Source: an optimization exercise on an open RTL-to-GDS flow (aim: small area). Production flows keep margins and buffers that such runs may drop. At most, simulation tests tie the RTL to the original design; equivalence was not proved. Power is estimated from default activity; no workload was simulated.

## framebuffer_center_or_nn_scale_addr_top
module framebuffer_center_or_nn_scale_addr_top #(
    parameter int unsigned MAX_CANVAS_DIM = 1024
) (
    input  logic        clk,
    input  logic        rst_n,
    input  logic        psel,
    input  logic        penable,
    input  logic        pwrite,
    input  logic [4:0]  paddr,
    input  logic [31:0] pwdata,
    output logic [31:0] prdata,
    output logic        pready,
    input  logic        req_valid,
    output logic        req_ready,
    input  logic        buffer_select,
    output logic        rsp_valid,
    input  logic        rsp_ready,
    output logic        status,
    output logic [19:0] source_index,
    output logic [19:0] dest_index,
    output logic        frame_last,
    output logic [31:0] control_word
);
    function automatic logic [26:0] rca(input logic [25:0] a, input logic [25:0] b,
                                        input logic ci);
        logic c;
        c = ci;
        for (int i = 0; i < 26; i++)
        begin
            rca[i] = a[i] ^ b[i] ^ c;
            c = (a[i] & b[i]) | (c & (a[i] ^ b[i]));
        end
        rca[26] = c;
    endfunction
    logic        en_reg;
    logic [2:0]  mode_reg;
    logic        pal_reg;
  ...
Size in the first run: about 1000 cells after synthesis, about 210 flip-flops, about 150 I/O pins, about 0.011 mm² of cells after synthesis.
clock: 10.0 ns
lec_check: 0
cap_margin: 20
core_margin: 2
core_utilization: 60
setup_slack_margin: 0.3
slew_margin: 20
standard.sh (not shown) runs the stock make flow with config.mk's settings and CLKGATE_MAP_FILE= SYNTH_SCRIPT=/design/flow/synth_recipe.tcl, a recipe that flattens the netlist after the stock synthesis.
==> flow/flow/run.sh <==
#!/bin/bash
# The standard layout (standard.sh), with two changes to how it is made:
#  - the port buffers use the smallest buffer cell, sky130_fd_sc_hd__buf_1;
#  - clock tree synthesis inserts no dummy loads.
# Everything else, including synthesis, is the standard flow unchanged.
set -o pipefail
export BUFFER_PORTS_ARGS="-buffer_cell sky130_fd_sc_hd__buf_1"
export CTS_ARGS="-sink_clustering_enable -repair_clock_nets -sink_clustering_size 12 -sink_clustering_max_diameter 60 -buf_list sky130_fd_sc_hd__clkbuf_8 -dont_use_dummy_load"
bash standard.sh > standard.log 2>&1
status=$?
tail -20 standard.log
exit $status
Then changed:
==> flow/run.sh (new file) <==
#!/bin/bash
# synth_recipe.tcl (not shown) runs the flow's synth.tcl, then flattens the netlist and writes it again
# the make line also repeats each setting of config.mk as NAME=value (left out here)
make -C /OpenROAD-flow-scripts/flow DESIGN_CONFIG=/design/flow/config.mk WORK_HOME=/design/flow/orfs CLKGATE_MAP_FILE= SYNTH_SCRIPT=/design/flow/synth_recipe.tcl finish
Settings changed: CTS_BUF_LIST set to sky130_fd_sc_hd__clkbuf_8, CTS_CLUSTER_DIAMETER set to 60, CTS_CLUSTER_SIZE set to 12.
removed: flow/flow/run.sh
removed: flow/standard.sh
Core utilization grows by 5.1 points; via count went up by a few percent; clock skew fell by 38 ps; power grows by roughly a tenth; sequential power stays flat; routed wire length rises by a few percent.
No run of this note included a check of the RTL's function; only the layout flow was run.

* * *

Another version of the RTL of framebuffer_center_or_nn_scale_addr_top (not shown whole).
Settings: LEC_CHECK=0, CAP_MARGIN=20, CORE_MARGIN=2, CORE_UTILIZATION=40, SLEW_MARGIN=20; clock period 10.0 ns.
run.sh (not shown) runs the stock make flow with config.mk's settings and CLKGATE_MAP_FILE= SYNTH_SCRIPT=/design/flow/synth_recipe.tcl, a recipe that flattens the netlist after the stock synthesis.
Stock flow here: none of the scripts above is used.
The baseline finished clean.
==> next run, changes <==
- ABC_AREA: not set -> 1
Effect: The changed run finished clean; die area increases by about 5.4%; final area increases by 5.1%; utilization decreases by 0.28 points.

* * *

## old
framebuffer_center_or_nn_scale_addr_top, a different RTL version from the one above (not shown whole).
Size: ~1200 cells after synthesis, ~210 flip-flops.
Settings: LEC_CHECK=0, CAP_MARGIN=20, CORE_MARGIN=2, CORE_UTILIZATION=40, SLEW_MARGIN=20; clock period 10.0 ns.
Inputs modified between old and new:
diff --git a/flow/config.mk b/flow/config.mk
--- a/flow/config.mk
+++ b/flow/config.mk
@@ -10,0 +11 @@
+export CTS_BUF_LIST = sky130_fd_sc_hd__clkbuf_8
Results
- The part of the power in registers in new sits 1.0 points above the value recorded for old.
- Looking at old and new, the static leakage is a wash.
- The core of new is less densely filled than that of old.
- Number of cells in the finished layout apart from fillers in new vs old: up 23
- old ended up with fa_2 as its slowest cell on the critical path; new ended up with or3b_4.

* * *

alpha:
Another version of the RTL of framebuffer_center_or_nn_scale_addr_top (not shown whole).
For scale: roughly 1100 cells after synthesis, roughly 210 flip-flops, roughly 150 I/O pins, about 12000 sq um of cells after synthesis.
clock: 10.0 ns
lec_check: 0
cap_margin: 20
core_margin: 2
core_utilization: 60
cts_buf_list: sky130_fd_sc_hd__clkbuf_8
cts_cluster_diameter: 80
cts_cluster_size: 16
slew_margin: 20
standard.sh (not shown) runs the stock make flow with config.mk's settings and CLKGATE_MAP_FILE= SYNTH_SCRIPT=/design/flow/synth_recipe.tcl, a recipe that flattens the netlist after the stock synthesis.
==> flow/flow/run.sh <==
#!/bin/bash
# The standard layout (standard.sh), with two changes to how it is made:
#  - the port buffers use the smallest buffer cell, sky130_fd_sc_hd__buf_1;
#  - clock tree synthesis inserts no dummy loads.
# Everything else, including synthesis, is the standard flow unchanged.
set -o pipefail
export BUFFER_PORTS_ARGS="-buffer_cell sky130_fd_sc_hd__buf_1"
export CTS_ARGS="-sink_clustering_enable -repair_clock_nets -sink_clustering_size 16 -sink_clustering_max_diameter 80 -buf_list sky130_fd_sc_hd__clkbuf_8 -dont_use_dummy_load"
bash standard.sh > standard.log 2>&1
status=$?
tail -20 standard.log
exit $status
What beta does differently from alpha at the input level:
==> flow/flow/run.sh <==
#!/bin/bash
set -o pipefail
export BUFFER_PORTS_ARGS="-buffer_cell sky130_fd_sc_hd__buf_1"
bash standard.sh > standard.log 2>&1
status=$?
tail -20 standard.log
exit $status
-- flow/config.mk --
<<< alpha, line 9
export CORE_MARGIN = 2
export CORE_UTILIZATION = 60
export CTS_BUF_LIST = sky130_fd_sc_hd__clkbuf_8
export CTS_CLUSTER_DIAMETER = 80
export CTS_CLUSTER_SIZE = 16
export SLEW_MARGIN = 20
>>> beta, line 9
export CORE_MARGIN = 2
export CORE_UTILIZATION = 60
export SLEW_MARGIN = 20
Notes after the runs:
Looking only at data required time of the worst path, and setting everything else aside, the lower value of beta and alpha goes to beta. Compared with alpha, in beta fraction of power consumed by combinational cells lower, number of buffers created by CTS higher, clock buffer and inverter area fraction after layout higher, area of all placed cells without fillers higher.
Setup changes, beta to gamma
==> flow/run.sh (new file) <==
#!/bin/bash
# synth_recipe.tcl (not shown) runs the flow's synth.tcl, then flattens the netlist and writes it again
# the make line also repeats each setting of config.mk as NAME=value (left out here)
make -C /OpenROAD-flow-scripts/flow DESIGN_CONFIG=/design/flow/config.mk WORK_HOME=/design/flow/orfs CLKGATE_MAP_FILE= SYNTH_SCRIPT=/design/flow/synth_recipe.tcl finish
-- flow/config.mk --
<<< beta, line 9
export CORE_MARGIN = 2
export CORE_UTILIZATION = 60
export SLEW_MARGIN = 20
>>> gamma, line 9
export CORE_MARGIN = 2
export CORE_UTILIZATION = 60
export CTS_BUF_LIST = sky130_fd_sc_hd__clkbuf_8
export CTS_CLUSTER_DIAMETER = 80
export CTS_CLUSTER_SIZE = 16
export SLEW_MARGIN = 20
removed: flow/flow/run.sh
removed: flow/standard.sh
Taking beta as the reference, in gamma fraction of power consumed by sequential logic increased 3.0 points, share of final-layout standard cells stronger than drive strength 1 lower.
For beta, the critical-path cell with the highest stage delay was sky130_fd_sc_hd__dfrtp_1, unlike gamma, where it was sky130_fd_sc_hd__clkdlybuf4s50_1.
Critical path class = flip-flop to primary output: gamma; critical path class = flip-flop to flip-flop: beta
Sort beta and gamma by reported combinational group power asc -> top: beta
Row cell area: gamma higher / beta lower

* * *

Setup of JK:
framebuffer_center_or_nn_scale_addr_top, a different RTL version from the one above (not shown whole).
Size: roughly 210 flip-flops, about 150 I/O pins, about 0.011 mm^2 of cells after synthesis.
Settings: LEC_CHECK=0, CAP_MARGIN=20, CORE_MARGIN=2, CORE_UTILIZATION=60, SLEW_MARGIN=20; clock period 10.0 ns.
==> flow/flow/run.sh <==
#!/bin/bash
# The standard layout (standard.sh), with these changes to how it is made:
#  - the port buffers use the smallest buffer cell, sky130_fd_sc_hd__buf_1;
#  - clock tree synthesis clusters at most 16 sinks within 80 um per
#    clkbuf_8 and inserts no dummy loads;
#  - timing-driven global placement keeps none of its trial buffering
#    (GPL_KEEP_OVERFLOW=0); the repair steps after it fix what timing needs.
# Everything else, including synthesis, is the standard flow unchanged.
set -o pipefail
export BUFFER_PORTS_ARGS="-buffer_cell sky130_fd_sc_hd__buf_1"
export GPL_KEEP_OVERFLOW=0
export CTS_ARGS="-sink_clustering_enable -repair_clock_nets -sink_clustering_size 16 -sink_clustering_max_diameter 80 -buf_list sky130_fd_sc_hd__clkbuf_8 -dont_use_dummy_load"
bash standard.sh > standard.log 2>&1
status=$?
tail -20 standard.log
exit $status
JK was carried through to the last stage, and its layout satisfied the timing, design-rule and antenna checks.
Edits applied to the flow inputs when going from JK to MS:
# JK
export LEC_CHECK = 0
export CAP_MARGIN = 20
export CORE_MARGIN = 2
export CORE_UTILIZATION = 60
export SLEW_MARGIN = 20
create_clock -name core_clock -period 10.0 [get_ports {clk}]
# MS
export LEC_CHECK = 0
export CAP_MARGIN = 20
export CORE_MARGIN = 2
export CORE_UTILIZATION = 60
export SETUP_SLACK_MARGIN = -0.2
export SLEW_MARGIN = 20
create_clock -name core_clock -period 10.0 [get_ports {clk}]
==> flow/flow/run.sh <==
#!/bin/bash
# The standard layout (standard.sh), with two changes to how it is made:
#  - the port buffers use the smallest buffer cell, sky130_fd_sc_hd__buf_1;
#  - clock tree synthesis inserts no dummy loads.
# Everything else, including synthesis, is the standard flow unchanged.
set -o pipefail
export BUFFER_PORTS_ARGS="-buffer_cell sky130_fd_sc_hd__buf_1"
export CTS_ARGS="-sink_clustering_enable -repair_clock_nets -sink_clustering_size 16 -sink_clustering_max_diameter 80 -buf_list sky130_fd_sc_hd__clkbuf_8 -dont_use_dummy_load"
bash standard.sh > standard.log 2>&1
status=$?
tail -20 standard.log
exit $status
Results
MS vs. JK: global-route usage rose 0.40 points; number of antenna repair diodes about even; number of placed I/O pins about even.
MS: routing usage on met2 higher than JK
MS: path depth of the worst reg2reg path about 25% above JK
Cmp MS vs JK: slew at the pin closest to its max-slew limit lower in MS
MS ends up with a fraction of power spent switching nets that is 0.21 points lower than in JK.
### MS -> AL
# MS
export LEC_CHECK = 0
export CAP_MARGIN = 20
export CORE_MARGIN = 2
export CORE_UTILIZATION = 60
export SETUP_SLACK_MARGIN = -0.2
export SLEW_MARGIN = 20
create_clock -name core_clock -period 10.0 [get_ports {clk}]
# AL
export LEC_CHECK = 0
export CAP_MARGIN = 20
export CORE_MARGIN = 2
export CORE_UTILIZATION = 60
export SLEW_MARGIN = 20
create_clock -name core_clock -period 10.0 [get_ports {clk}]
-- flow/flow/run.sh --
<<< MS, line 6
set -o pipefail
export BUFFER_PORTS_ARGS="-buffer_cell sky130_fd_sc_hd__buf_1"
export CTS_ARGS="-sink_clustering_enable -repair_clock_nets -sink_clustering_size 16 -sink_clustering_max_diameter 80 -buf_list sky130_fd_sc_hd__clkbuf_8 -dont_use_dummy_load"
bash standard.sh > standard.log 2>&1
status=$?
>>> AL, line 6
set -o pipefail
export BUFFER_PORTS_ARGS="-buffer_cell sky130_fd_sc_hd__buf_1"
export CTS_ARGS="-sink_clustering_enable -repair_clock_nets -sink_clustering_size 10 -sink_clustering_max_diameter 60 -buf_list sky130_fd_sc_hd__clkbuf_4 -dont_use_dummy_load"
bash standard.sh > standard.log 2>&1
status=$?
==> results.txt <==
AL | stages: all done | timing, DRC, antenna: all pass
Number of ordinary and repair buffers in the finished layout, MS and AL, higher one = AL.
On average wire length per cell after detail routing, MS and AL are neck and neck.
Between AL and MS, the wire length of the first global-routing pass does not differ in any meaningful way.
When AL is measured against MS, its worst hold slack turns out 0.0046 ns higher.
Going from MS to AL, clock buffer count in the final layout shows an increase of 8; parity-gate share of the synthesized area counting xor and xnor cells roughly the same; global-route usage stayed essentially flat; worst setup slack saw an increase.
Post-cts gate resize count delta for AL relative to MS: 2 higher
Post-route clock period utilization was higher in the run labelled MS.
AL vs MS: total power divided by cell area down slightly
What TR does differently from AL at the input level:
# AL
export LEC_CHECK = 0
export CAP_MARGIN = 20
export CORE_MARGIN = 2
export CORE_UTILIZATION = 60
export SLEW_MARGIN = 20
create_clock -name core_clock -period 10.0 [get_ports {clk}]
# TR
export LEC_CHECK = 0
export ABC_AREA = 1
export CAP_MARGIN = 20
export CORE_MARGIN = 2
export CORE_UTILIZATION = 60
export SLEW_MARGIN = 20
create_clock -name core_clock -period 10.0 [get_ports {clk}]
-- flow/flow/run.sh --
<<< AL, line 6
set -o pipefail
export BUFFER_PORTS_ARGS="-buffer_cell sky130_fd_sc_hd__buf_1"
export CTS_ARGS="-sink_clustering_enable -repair_clock_nets -sink_clustering_size 10 -sink_clustering_max_diameter 60 -buf_list sky130_fd_sc_hd__clkbuf_4 -dont_use_dummy_load"
bash standard.sh > standard.log 2>&1
status=$?
>>> TR, line 6
set -o pipefail
export BUFFER_PORTS_ARGS="-buffer_cell sky130_fd_sc_hd__buf_1"
export CTS_ARGS="-sink_clustering_enable -repair_clock_nets -sink_clustering_size 16 -sink_clustering_max_diameter 80 -buf_list sky130_fd_sc_hd__clkbuf_8 -dont_use_dummy_load"
bash standard.sh > standard.log 2>&1
status=$?
### Flow results
Via count of the first global-routing pass grows by a few percent when moving from AL to TR. Taking TR as 1.0, AL lands at 1.10 on non-clock buffer count. Compared with AL, TR shows a lower routed metal-1 wire length. Against AL, wire length per cell after detailed routing in TR fell by more than 10%. Compared with AL, TR shows a critical path buffer and inverter count that is 1 higher. The higher power share of the combinational group came out of AL. The final reports for TR and AL show clock latency at the later pin of the worst-skew pair lower in the former. Re slew at the pin closest to its max-slew limit: TR is 0.13 ns down on AL. Re signed area change from the synthesized netlist to the final layout: TR and AL aren't equal, and the higher value belongs to AL. Going from AL to TR, the total power was found to have gone down by 1.7%.

* * *

framebuffer_center_or_nn_scale_addr_top again, from the RTL that the note above started with.
Settings: LEC_CHECK=0, CAP_MARGIN=20, CORE_MARGIN=2, CORE_UTILIZATION=72, SLEW_MARGIN=20; clock period 10.0 ns.
==> flow/flow/run.sh <==
#!/bin/bash
# The standard layout (standard.sh), with two changes to how it is made:
#  - the port buffers use the smallest buffer cell, sky130_fd_sc_hd__buf_1;
#  - clock tree synthesis inserts no dummy loads.
# Everything else, including synthesis, is the standard flow unchanged.
set -o pipefail
export BUFFER_PORTS_ARGS="-buffer_cell sky130_fd_sc_hd__buf_1"
export CTS_ARGS="-sink_clustering_enable -repair_clock_nets -sink_clustering_size 16 -sink_clustering_max_diameter 80 -buf_list sky130_fd_sc_hd__clkbuf_8 -dont_use_dummy_load"
bash standard.sh > standard.log 2>&1
status=$?
tail -20 standard.log
exit $status
Edit:
- CORE_UTILIZATION: 72 -> 60
Die area climbs by 19%.
Clock-buffer cell count does not change.
Design area is about the same.
Sequential share of layout area hardly moves.
Hold slack gets worse by 0.011 ns.

* * *

Setup of job 101:
framebuffer_center_or_nn_scale_addr_top, a different RTL version from the one above (not shown whole).
For scale: roughly 980 cells after synthesis, about 210 flip-flops, roughly 150 I/O pins, ~11000 um2 of cells after synthesis.
clock: 10.0 ns
lec_check: 0
cap_margin: 20
core_margin: 2
core_utilization: 60
cts_buf_list: sky130_fd_sc_hd__clkbuf_8
cts_cluster_diameter: 60
cts_cluster_size: 12
slew_margin: 20
run.sh (not shown) runs the stock make flow with config.mk's settings and CLKGATE_MAP_FILE= SYNTH_SCRIPT=/design/flow/synth_recipe.tcl, a recipe that flattens the netlist after the stock synthesis.
Stock flow here: none of the scripts above is used.
Input changes introduced in job 102 (baseline for comparison: job 101):
# job 101
export LEC_CHECK = 0
export CAP_MARGIN = 20
export CORE_MARGIN = 2
export CORE_UTILIZATION = 60
export CTS_BUF_LIST = sky130_fd_sc_hd__clkbuf_8
export CTS_CLUSTER_DIAMETER = 60
export CTS_CLUSTER_SIZE = 12
export SLEW_MARGIN = 20
create_clock -name core_clock -period 10.0 [get_ports {clk}]
# job 102
export LEC_CHECK = 0
export CAP_MARGIN = 20
export CORE_MARGIN = 2
export CORE_UTILIZATION = 60
export SLEW_MARGIN = 20
create_clock -name core_clock -period 10.0 [get_ports {clk}]
==> flow/flow/run.sh (new file) <==
#!/bin/bash
# The standard layout (standard.sh), with two changes to how it is made:
#  - the port buffers use the smallest buffer cell, sky130_fd_sc_hd__buf_1;
#  - clock tree synthesis inserts no dummy loads.
# Everything else, including synthesis, is the standard flow unchanged.
set -o pipefail
export BUFFER_PORTS_ARGS="-buffer_cell sky130_fd_sc_hd__buf_1"
export CTS_ARGS="-sink_clustering_enable -repair_clock_nets -sink_clustering_size 16 -sink_clustering_max_diameter 80 -buf_list sky130_fd_sc_hd__clkbuf_8 -dont_use_dummy_load"
bash standard.sh > standard.log 2>&1
status=$?
tail -20 standard.log
exit $status
==> flow/standard.sh (new file) <==
#!/bin/bash
# synth_recipe.tcl (not shown) runs the flow's synth.tcl, then flattens the netlist and writes it again
# the make line also repeats each setting of config.mk as NAME=value (left out here)
make -C /OpenROAD-flow-scripts/flow DESIGN_CONFIG=/design/flow/config.mk WORK_HOME=/design/flow/orfs CLKGATE_MAP_FILE= SYNTH_SCRIPT=/design/flow/synth_recipe.tcl "${@:-finish}"
removed: flow/run.sh
==> comparison <==
From job 101 to job 102 the numbers moved as follows: met3 demand-to-capacity share in global routing moved up, first-pass GRT wire length moved down, actual transition at the worst max-transition pin level. Min maximum operating frequency across job 101 and job 102: job 102.
Setup changes, job 102 to job 103
--- a/flow/flow/run.sh
+++ b/flow/flow/run.sh
@@ -4 +4,2 @@
-#  - clock tree synthesis inserts no dummy loads.
+#  - clock tree synthesis clusters at most 16 sinks within 80 um per
+#    clkbuf_8 and inserts no dummy loads.
--- outcome ---
- Job 103 did not stop at any stage, and its layout met the timing, design-rule and antenna checks.
- From job 102 to job 103 the numbers moved as follows: worst slew margin relative to its limit ~0 delta; register fraction of the total cell area comparable; total half-perimeter wirelength after legalization and detailed placement level; wire length of the first global-routing pass comparable; number of gates given a new drive strength after cts closely matched the old numbers.
- Diff job 103..job 102 | clock skew | unchanged
- On relative contribution of the clock network to total power, job 103 and job 102 are basically level.

-- afterwards: timing with drivers on the ports --
The flow's constraints put no driver on any port. The routed layouts listed below were extracted and timed again, unchanged, in two steps.
Step 1 assumes that a clkbuf_16 drives the clock port and a buf_2 every other input.
Step 2, shift: input delay + t, output delay - t, t = (earliest + latest rising clock arrival at the registers) / 2. This alone moves slack from input paths to output paths.
Three values: ideal, step 1, step 2; two values: the first two.
run | shift t [ns] | setup WS [ns] | hold WS [ns] | cell pins on the clock port's net
the first run of note 1 | 0.557 | 0.315 / 0.275 / 0.771 | 0.388 / 0.388 / 0.388 | 1
the second run of note 1 | 0.579 | 0.278 / 0.242 / 0.691 | 0.420 / 0.420 / 0.420 | 1
the first run of note 2 | 0.591 | 2.409 / 2.409 / 2.409 | 0.468 / 0.468 / 0.468 | 1
the second run of note 2 | 0.603 | 2.374 / 2.317 / 2.920 | 0.470 / 0.470 / 0.470 | 1
old | 0.577 | 0.499 / 0.499 / 0.499 | 0.438 / 0.438 / 0.438 | 1
new | 0.576 | 0.510 / 0.508 / 0.510 | 0.439 / 0.439 / 0.439 | 1
alpha | 0.532 | 0.686 / 0.686 / 0.686 | 0.382 / 0.382 / 0.382 | 1
beta | 0.556 | 0.691 / 0.691 / 0.691 | 0.432 / 0.432 / 0.432 | 1
gamma | 0.543 | 0.628 / 0.586 / 0.729 | 0.422 / 0.422 / 0.422 | 1
JK | 0.561 | 0.391 / 0.352 / 0.913 | 0.385 / 0.385 / 0.385 | 1
MS | 0.556 | 0.195 / 0.150 / 0.707 | 0.390 / 0.390 / 0.390 | 1
AL | 0.689 | 0.360 / 0.318 / 1.006 | 0.395 / 0.395 / 0.395 | 1
TR | 0.561 | 0.385 / 0.339 / 0.900 | 0.413 / 0.413 / 0.413 | 1
the first run of note 6 | 0.534 | 0.379 / 0.336 / 0.870 | 0.400 / 0.400 / 0.400 | 1
the second run of note 6 | 0.557 | 0.442 / 0.398 / 0.955 | 0.389 / 0.389 / 0.389 | 1
job 101 | 0.579 | 0.413 / 0.371 / 0.950 | 0.407 / 0.407 / 0.407 | 1
job 102 | 0.552 | 0.325 / 0.284 / 0.836 | 0.409 / 0.409 / 0.409 | 1
job 103 | 0.552 | 0.325 / 0.284 / 0.836 | 0.409 / 0.409 / 0.409 | 1
After both steps every run listed still meets setup and hold.
